This design comes from an exercise in tuning for small area, a short achievable clock period and few clock cycles per item on the open sky130 flow, not from production work.
In this exercise RTL edits were held to simulation tests only and were not proved equivalent to the original.
Power and IR drop assume default switching activity.

Setup of lane 1:
// sql_lexer_token_classifier_core
module sql_lexer_token_classifier_core (
  input  logic        clk,
  input  logic        rst_n,
  input  logic        in_valid,
  output logic        in_stall,
  input  logic [15:0] in_code_unit,
  input  logic        in_text_end,
  output logic        out_valid,
  input  logic        out_stall,
  output logic [1:0]  out_token_class,
  output logic [15:0] out_token_start,
  output logic [16:0] out_token_end,
  output logic        out_run_last,
  output logic        out_offset_overflow
);
Size in the first run: roughly 1000 cells after synthesis, ~60 I/O pins, about 7600 sq um of cells after synthesis.
Settings: LEC_CHECK=0, CAP_MARGIN=20, CORE_MARGIN=2, CORE_UTILIZATION=40, CTS_BUF_LIST=sky130_fd_sc_hd__clkbuf_8, SETUP_SLACK_MARGIN=5, SLEW_MARGIN=20; clock period 8.5 ns.
standard.sh (not shown) runs the stock make flow with config.mk's settings and CLKGATE_MAP_FILE= SYNTH_SCRIPT=/design/flow/synth_recipe.tcl, a recipe that flattens the netlist after the stock synthesis.
==> flow/flow/run.sh <==
#!/bin/bash
# Layout: the standard flow (standard.sh, all steps, standard synthesis) with two
# changes:
#  - the buffers that ORFS puts on the input and output ports at global placement are
#    sky130_fd_sc_hd__buf_2 instead of ORFS's default pick (a delay buffer cell); each
#    port still gets its own buffer;
set -euo pipefail
M1=5.5
M2=5.5
cp config.mk config_ports.mk
echo 'export BUFFER_PORTS_ARGS = -buffer_cell sky130_fd_sc_hd__buf_2' >> config_ports.mk
sed "s#DESIGN_CONFIG=[^ ]*config.mk#DESIGN_CONFIG=$PWD/config_ports.mk#" standard.sh > standard_ports.sh
grep -q "config_ports.mk" standard_ports.sh
grep -q "SETUP_SLACK_MARGIN=" standard_ports.sh
sed "s#SETUP_SLACK_MARGIN=[0-9.]*#SETUP_SLACK_MARGIN=$M1#" standard_ports.sh > standard_m1.sh
sed "s#SETUP_SLACK_MARGIN=[0-9.]*#SETUP_SLACK_MARGIN=$M2#" standard_ports.sh > standard_m2.sh
bash standard_m1.sh cts > standard_cts.log 2>&1
bash standard_m2.sh > standard_finish.log 2>&1
test -f out/final.def
Looking at the reports, lane 1 completed the entire flow and the layout it produced met the timing, design-rule and antenna checks.
Testbench counts of lane 1, summed over its fixed seeds: cycles 30,831, chars 30,799.
Edits applied to the flow inputs when going from lane 1 to lane 2:
Settings: SYNTH_HIERARCHICAL newly set to 1.
--- a/flow/flow/run.sh
+++ b/flow/flow/run.sh
@@ -7,4 +7,4 @@
 set -euo pipefail
-M1=5.5
-M2=5.5
+M1=5.3
+M2=5.3
 cp config.mk config_ports.mk
Notes after the runs:
In lane 2, the die extent in x came out 0.94% below the value in lane 1.
Delta (lane 2 minus lane 1): worst-case hold slack increased by 21 ps relative to the old numbers; worst setup slack moved down.
Classification of the worst setup path: flop to flop -> lane 2, flop to primary output -> lane 1
Here is what was changed in the inputs of lane 3 compared with lane 2.
Settings: a deleted SYNTH_HIERARCHICAL that had been 1.
--- a/flow/flow/run.sh
+++ b/flow/flow/run.sh
@@ -7,4 +7,4 @@
 set -euo pipefail
-M1=5.3
-M2=5.3
+M1=5.2
+M2=5.2
 cp config.mk config_ports.mk
Lane 3 reports a lower wire length of the first global-routing pass than lane 2 does. Of lane 3 and lane 2, it is lane 3 that has the higher minimum clock period. Lane 3 against lane 2: fmax has decreased; non-clock buffer count shows a reduction of 10; synthesized cell count went up.
Setup changes, lane 3 to lane 4
--- a/flow/flow/run.sh
+++ b/flow/flow/run.sh
@@ -7,4 +7,4 @@
 set -euo pipefail
-M1=5.2
-M2=5.2
+M1=5.4
+M2=5.4
 cp config.mk config_ports.mk
## What came out
Looking at end point of the critical path, the u_scan.ds_r[1] result is from lane 4; the u_scan.ds_r[2] one comes from lane 3.
Higher global-route met3 utilization was reported by lane 3, not lane 4.
Diff lane 3..lane 4 | hold slack | negligible
Re fill cell instance count of the final layout: lane 4 is 34 up on lane 3.
Final standard cell count with taps included and fillers excluded: higher on lane 4
Relative to lane 3, fraction of met2 tracks used by global routing increased by 3.5 points in lane 4.
Of lane 4 and lane 3, it is lane 4 that has the higher first-pass GRT wire length.
### lane 4 -> lane 5
--- a/flow/flow/run.sh
+++ b/flow/flow/run.sh
@@ -7,4 +7,4 @@
 set -euo pipefail
-M1=5.4
-M2=5.4
+M1=5.3
+M2=5.3
 cp config.mk config_ports.mk
## What came out
Status: worst hold slack parity (lane 4, lane 5)
Lane 5 vs. lane 4: first-iteration DRC count now sits higher, sequential share of layout area climbed 0.42 points.
Highest-delay cell along the critical path: or4b_1 -> lane 5, nor3_1 -> lane 4

Setup of v8:
sql_lexer_token_classifier_core again, from the RTL that the note above started with.
clock: 8.5 ns
lec_check: 0
cap_margin: 20
core_margin: 2
core_utilization: 40
cts_buf_list: sky130_fd_sc_hd__clkbuf_8
setup_slack_margin: 5
slew_margin: 20
==> flow/flow/run.sh <==
#!/bin/bash
# Layout: the standard flow (standard.sh, all steps, standard synthesis) with one
# change: the buffers that ORFS puts on the input and output ports at global placement
# are sky130_fd_sc_hd__buf_2 instead of ORFS's default pick (a delay buffer cell).
# Each port still gets its own buffer. The whole make output goes to standard.log; the
# ORFS tools' own logs stay under orfs/logs/.
set -euo pipefail
cp config.mk config_ports.mk
echo 'export BUFFER_PORTS_ARGS = -buffer_cell sky130_fd_sc_hd__buf_2' >> config_ports.mk
sed "s#DESIGN_CONFIG=[^ ]*config.mk#DESIGN_CONFIG=$PWD/config_ports.mk#" standard.sh > standard_ports.sh
grep -q "config_ports.mk" standard_ports.sh
bash standard_ports.sh > standard.log 2>&1
test -f out/final.def
Having completed the whole flow, v8 delivered a layout that passed the timing, design-rule and antenna checks.
Testbench counts of v8, summed over its fixed seeds: cycles 30,831, chars 30,799.
#### Input delta (v18 over v8)
==> flow/run.sh (new file) <==
#!/bin/bash
# synth_recipe.tcl (not shown) runs the flow's synth.tcl, then flattens the netlist and writes it again
# the make line also repeats each setting of config.mk as NAME=value (left out here)
make -C /OpenROAD-flow-scripts/flow DESIGN_CONFIG=/design/flow/config.mk WORK_HOME=/design/flow/orfs CLKGATE_MAP_FILE= SYNTH_SCRIPT=/design/flow/synth_recipe.tcl finish
removed: flow/flow/run.sh
removed: flow/standard.sh
## What came out
v18 reached the final stage; the timing, design-rule and antenna checks on its layout passed. For synthesized area, v18 and v8 come out practically identical. Diff v18..v8 | total number of sequential cells | unchanged. Die width: v8 vs v18 — no meaningful difference. Between v18 and v8, the share of total power consumed by net switching is higher for v8.
The following lists how v39 was set up differently from v18:
==> flow/flow/run.sh (new file) <==
#!/bin/bash
# Layout: the standard flow (standard.sh, all steps, standard synthesis) with two
# changes:
#  - the buffers that ORFS puts on the input and output ports at global placement are
#    sky130_fd_sc_hd__buf_2 instead of ORFS's default pick (a delay buffer cell); each
#    port still gets its own buffer;
set -euo pipefail
M1=5.7
M2=5.7
cp config.mk config_ports.mk
echo 'export BUFFER_PORTS_ARGS = -buffer_cell sky130_fd_sc_hd__buf_2' >> config_ports.mk
sed "s#DESIGN_CONFIG=[^ ]*config.mk#DESIGN_CONFIG=$PWD/config_ports.mk#" standard.sh > standard_ports.sh
grep -q "config_ports.mk" standard_ports.sh
grep -q "SETUP_SLACK_MARGIN=" standard_ports.sh
sed "s#SETUP_SLACK_MARGIN=[0-9.]*#SETUP_SLACK_MARGIN=$M1#" standard_ports.sh > standard_m1.sh
sed "s#SETUP_SLACK_MARGIN=[0-9.]*#SETUP_SLACK_MARGIN=$M2#" standard_ports.sh > standard_m2.sh
bash standard_m1.sh cts > standard_cts.log 2>&1
bash standard_m2.sh > standard_finish.log 2>&1
test -f out/final.def
==> flow/standard.sh (new file) <==
#!/bin/bash
# synth_recipe.tcl (not shown) runs the flow's synth.tcl, then flattens the netlist and writes it again
# the make line also repeats each setting of config.mk as NAME=value (left out here)
make -C /OpenROAD-flow-scripts/flow DESIGN_CONFIG=/design/flow/config.mk WORK_HOME=/design/flow/orfs CLKGATE_MAP_FILE= SYNTH_SCRIPT=/design/flow/synth_recipe.tcl "${@:-finish}"
removed: flow/run.sh
Findings:
v39 ends up with a number of buffers other than clock buffers in the final layout that is 72 higher than in v18. Diff v18 -> v39: post-route cell area picked up an extra about 13%, number of buffers added for setup after CTS picked up an extra 34.

Another version of the RTL of sql_lexer_token_classifier_core (not shown whole).
Size in the first run: about 70 flip-flops, about 7700 sq um of cells after synthesis.
Design sql_lexer_token_classifier_core, start of the top module:
module sql_lexer_token_classifier_core (
  input  logic        clk,
  input  logic        rst_n,
  input  logic        in_valid,
  output logic        in_stall,
  input  logic [15:0] in_code_unit,
  input  logic        in_text_end,
  output logic        out_valid,
  input  logic        out_stall,
  output logic [1:0]  out_token_class,
  output logic [15:0] out_token_start,
  output logic [16:0] out_token_end,
  output logic        out_run_last,
  output logic        out_offset_overflow
);
  logic       n_end, consume, i_v, i_end;
  logic [3:0] n_k, i_k;
  logic [4:0] n_s, i_s;
  sqllex_ofifo u_q (
    .clk      (clk),
    .rst_n    (rst_n),
    .in_valid (in_valid),
    .in_stall (in_stall),
    .n_end    (n_end),
    .n_k      (n_k),
    .n_s      (n_s),
    .consume  (consume),
    .i_v      (i_v),
    .i_end    (i_end),
    .i_k      (i_k),
    .i_s      (i_s)
  );
  sqllex_scan u_scan (
    .clk       (clk),
    .rst_n     (rst_n),
    .code_unit (in_code_unit),
    .text_end  (in_text_end),
    .n_end     (n_end),
    .n_k       (n_k),
    .n_s       (n_s),
    .i_v       (i_v),
    .i_end     (i_end),
    .i_k       (i_k),
    .i_s       (i_s),
    .consume   (consume),
    .out_stall (out_stall),
    .out_valid (out_valid),
    .out_cls   (out_token_class),
    .out_start (out_token_start),
    .out_end   (out_token_end),
    .out_last  (out_run_last),
    .out_ovf   (out_offset_overflow)
  );
endmodule
==> flow/config.mk <==
export PLATFORM = sky130hd
export DESIGN_NAME = sql_lexer_token_classifier_core
export DESIGN_NICKNAME = sql_lexer_token_classifier_core
export VERILOG_FILES = /design/flow/design.v
export SDC_FILE = /design/flow/constraint.sdc
export NUM_CORES = 4
export LEC_CHECK = 0
export CAP_MARGIN = 20
export CORE_MARGIN = 2
export CORE_UTILIZATION = 40
export SETUP_SLACK_MARGIN = 5
export SLEW_MARGIN = 20
==> flow/constraint.sdc <==
create_clock -name core_clock -period 8.5 [get_ports {clk}]
set_input_delay 1.7000 -clock core_clock [delete_from_list [all_inputs] [get_ports {clk}]]
set_output_delay 1.7000 -clock core_clock [all_outputs]
set_load 0.01 [all_outputs]
==> flow/flow/run.sh <==
#!/bin/bash
# Layout: the standard flow (standard.sh, all steps, standard synthesis) with one
# change: the buffers that ORFS puts on the input and output ports at global placement
# are sky130_fd_sc_hd__buf_2 instead of ORFS's default pick (a delay buffer cell).
# Each port still gets its own buffer. The whole make output goes to standard.log; the
# ORFS tools' own logs stay under orfs/logs/.
set -euo pipefail
cp config.mk config_ports.mk
echo 'export BUFFER_PORTS_ARGS = -buffer_cell sky130_fd_sc_hd__buf_2' >> config_ports.mk
sed "s#DESIGN_CONFIG=[^ ]*config.mk#DESIGN_CONFIG=$PWD/config_ports.mk#" standard.sh > standard_ports.sh
grep -q "config_ports.mk" standard_ports.sh
bash standard_ports.sh > standard.log 2>&1
test -f out/final.def
The baseline finished with timing, DRC and antenna clean.
Testbench counts at the start, summed over its fixed seeds: cycles 30,831, chars 30,799.
Next try:
==> flow/run.sh (new file) <==
#!/bin/bash
# synth_recipe.tcl (not shown) runs the flow's synth.tcl, then flattens the netlist and writes it again
# the make line also repeats each setting of config.mk as NAME=value (left out here)
make -C /OpenROAD-flow-scripts/flow DESIGN_CONFIG=/design/flow/config.mk WORK_HOME=/design/flow/orfs CLKGATE_MAP_FILE= SYNTH_SCRIPT=/design/flow/synth_recipe.tcl finish
removed: flow/flow/run.sh
removed: flow/standard.sh
After rerunning: The changed run completed without violations; die area stays the same; final area grows by 3.7%; area after synthesis does not change; routed wire length hardly moves; cell count went up by 0.39%.

re-timing with driven ports:
How much do the figures lean on ideal ports? The routed layouts below were timed once more, with nothing changed but the port constraints. Step 1: set_driving_cell puts a clkbuf_16 on clk and a buf_2 on each other input, an assumption about the parent block. Step 2 also shifts input and output timing later by t, the mid clock arrival at the registers, as if the neighbouring blocks saw the same clock. Slacks: ideal ports / drivers / drivers and shift; pairs: ideal ports / drivers.
| run | shift t [ns] | setup slack, ns | worst setup path at the end |
|---|---|---|---|
| lane 1 | 0.408 | 5.301 / 5.257 / 5.133 | input to register |
| lane 2 | 0.403 | 5.281 / 5.281 / 5.014 | input to register |
| lane 3 | 0.400 | 5.186 / 5.186 / 5.013 | input to register |
| lane 4 | 0.398 | 5.251 / 5.251 / 5.068 | input to register |
| lane 5 | 0.403 | 5.259 / 5.259 / 5.076 | input to register |
| v8 | 0.397 | 4.912 / 4.912 / 4.896 | input to register |
| v18 | 0.402 | 4.976 / 4.976 / 4.753 | input to register |
| v39 | 0.413 | 5.331 / 5.287 / 5.123 | input to register |
| the first run of note 3 | 0.377 | 4.833 / 4.789 / 4.845 | input to register |
| the second run of note 3 | 0.369 | 4.801 / 4.762 / 4.599 | input to register |
After both steps setup and hold are still met in every run listed. The setup slack of lane 2, which loses most, moves by 0.000 ns with the drivers and by -0.267 ns with both steps.
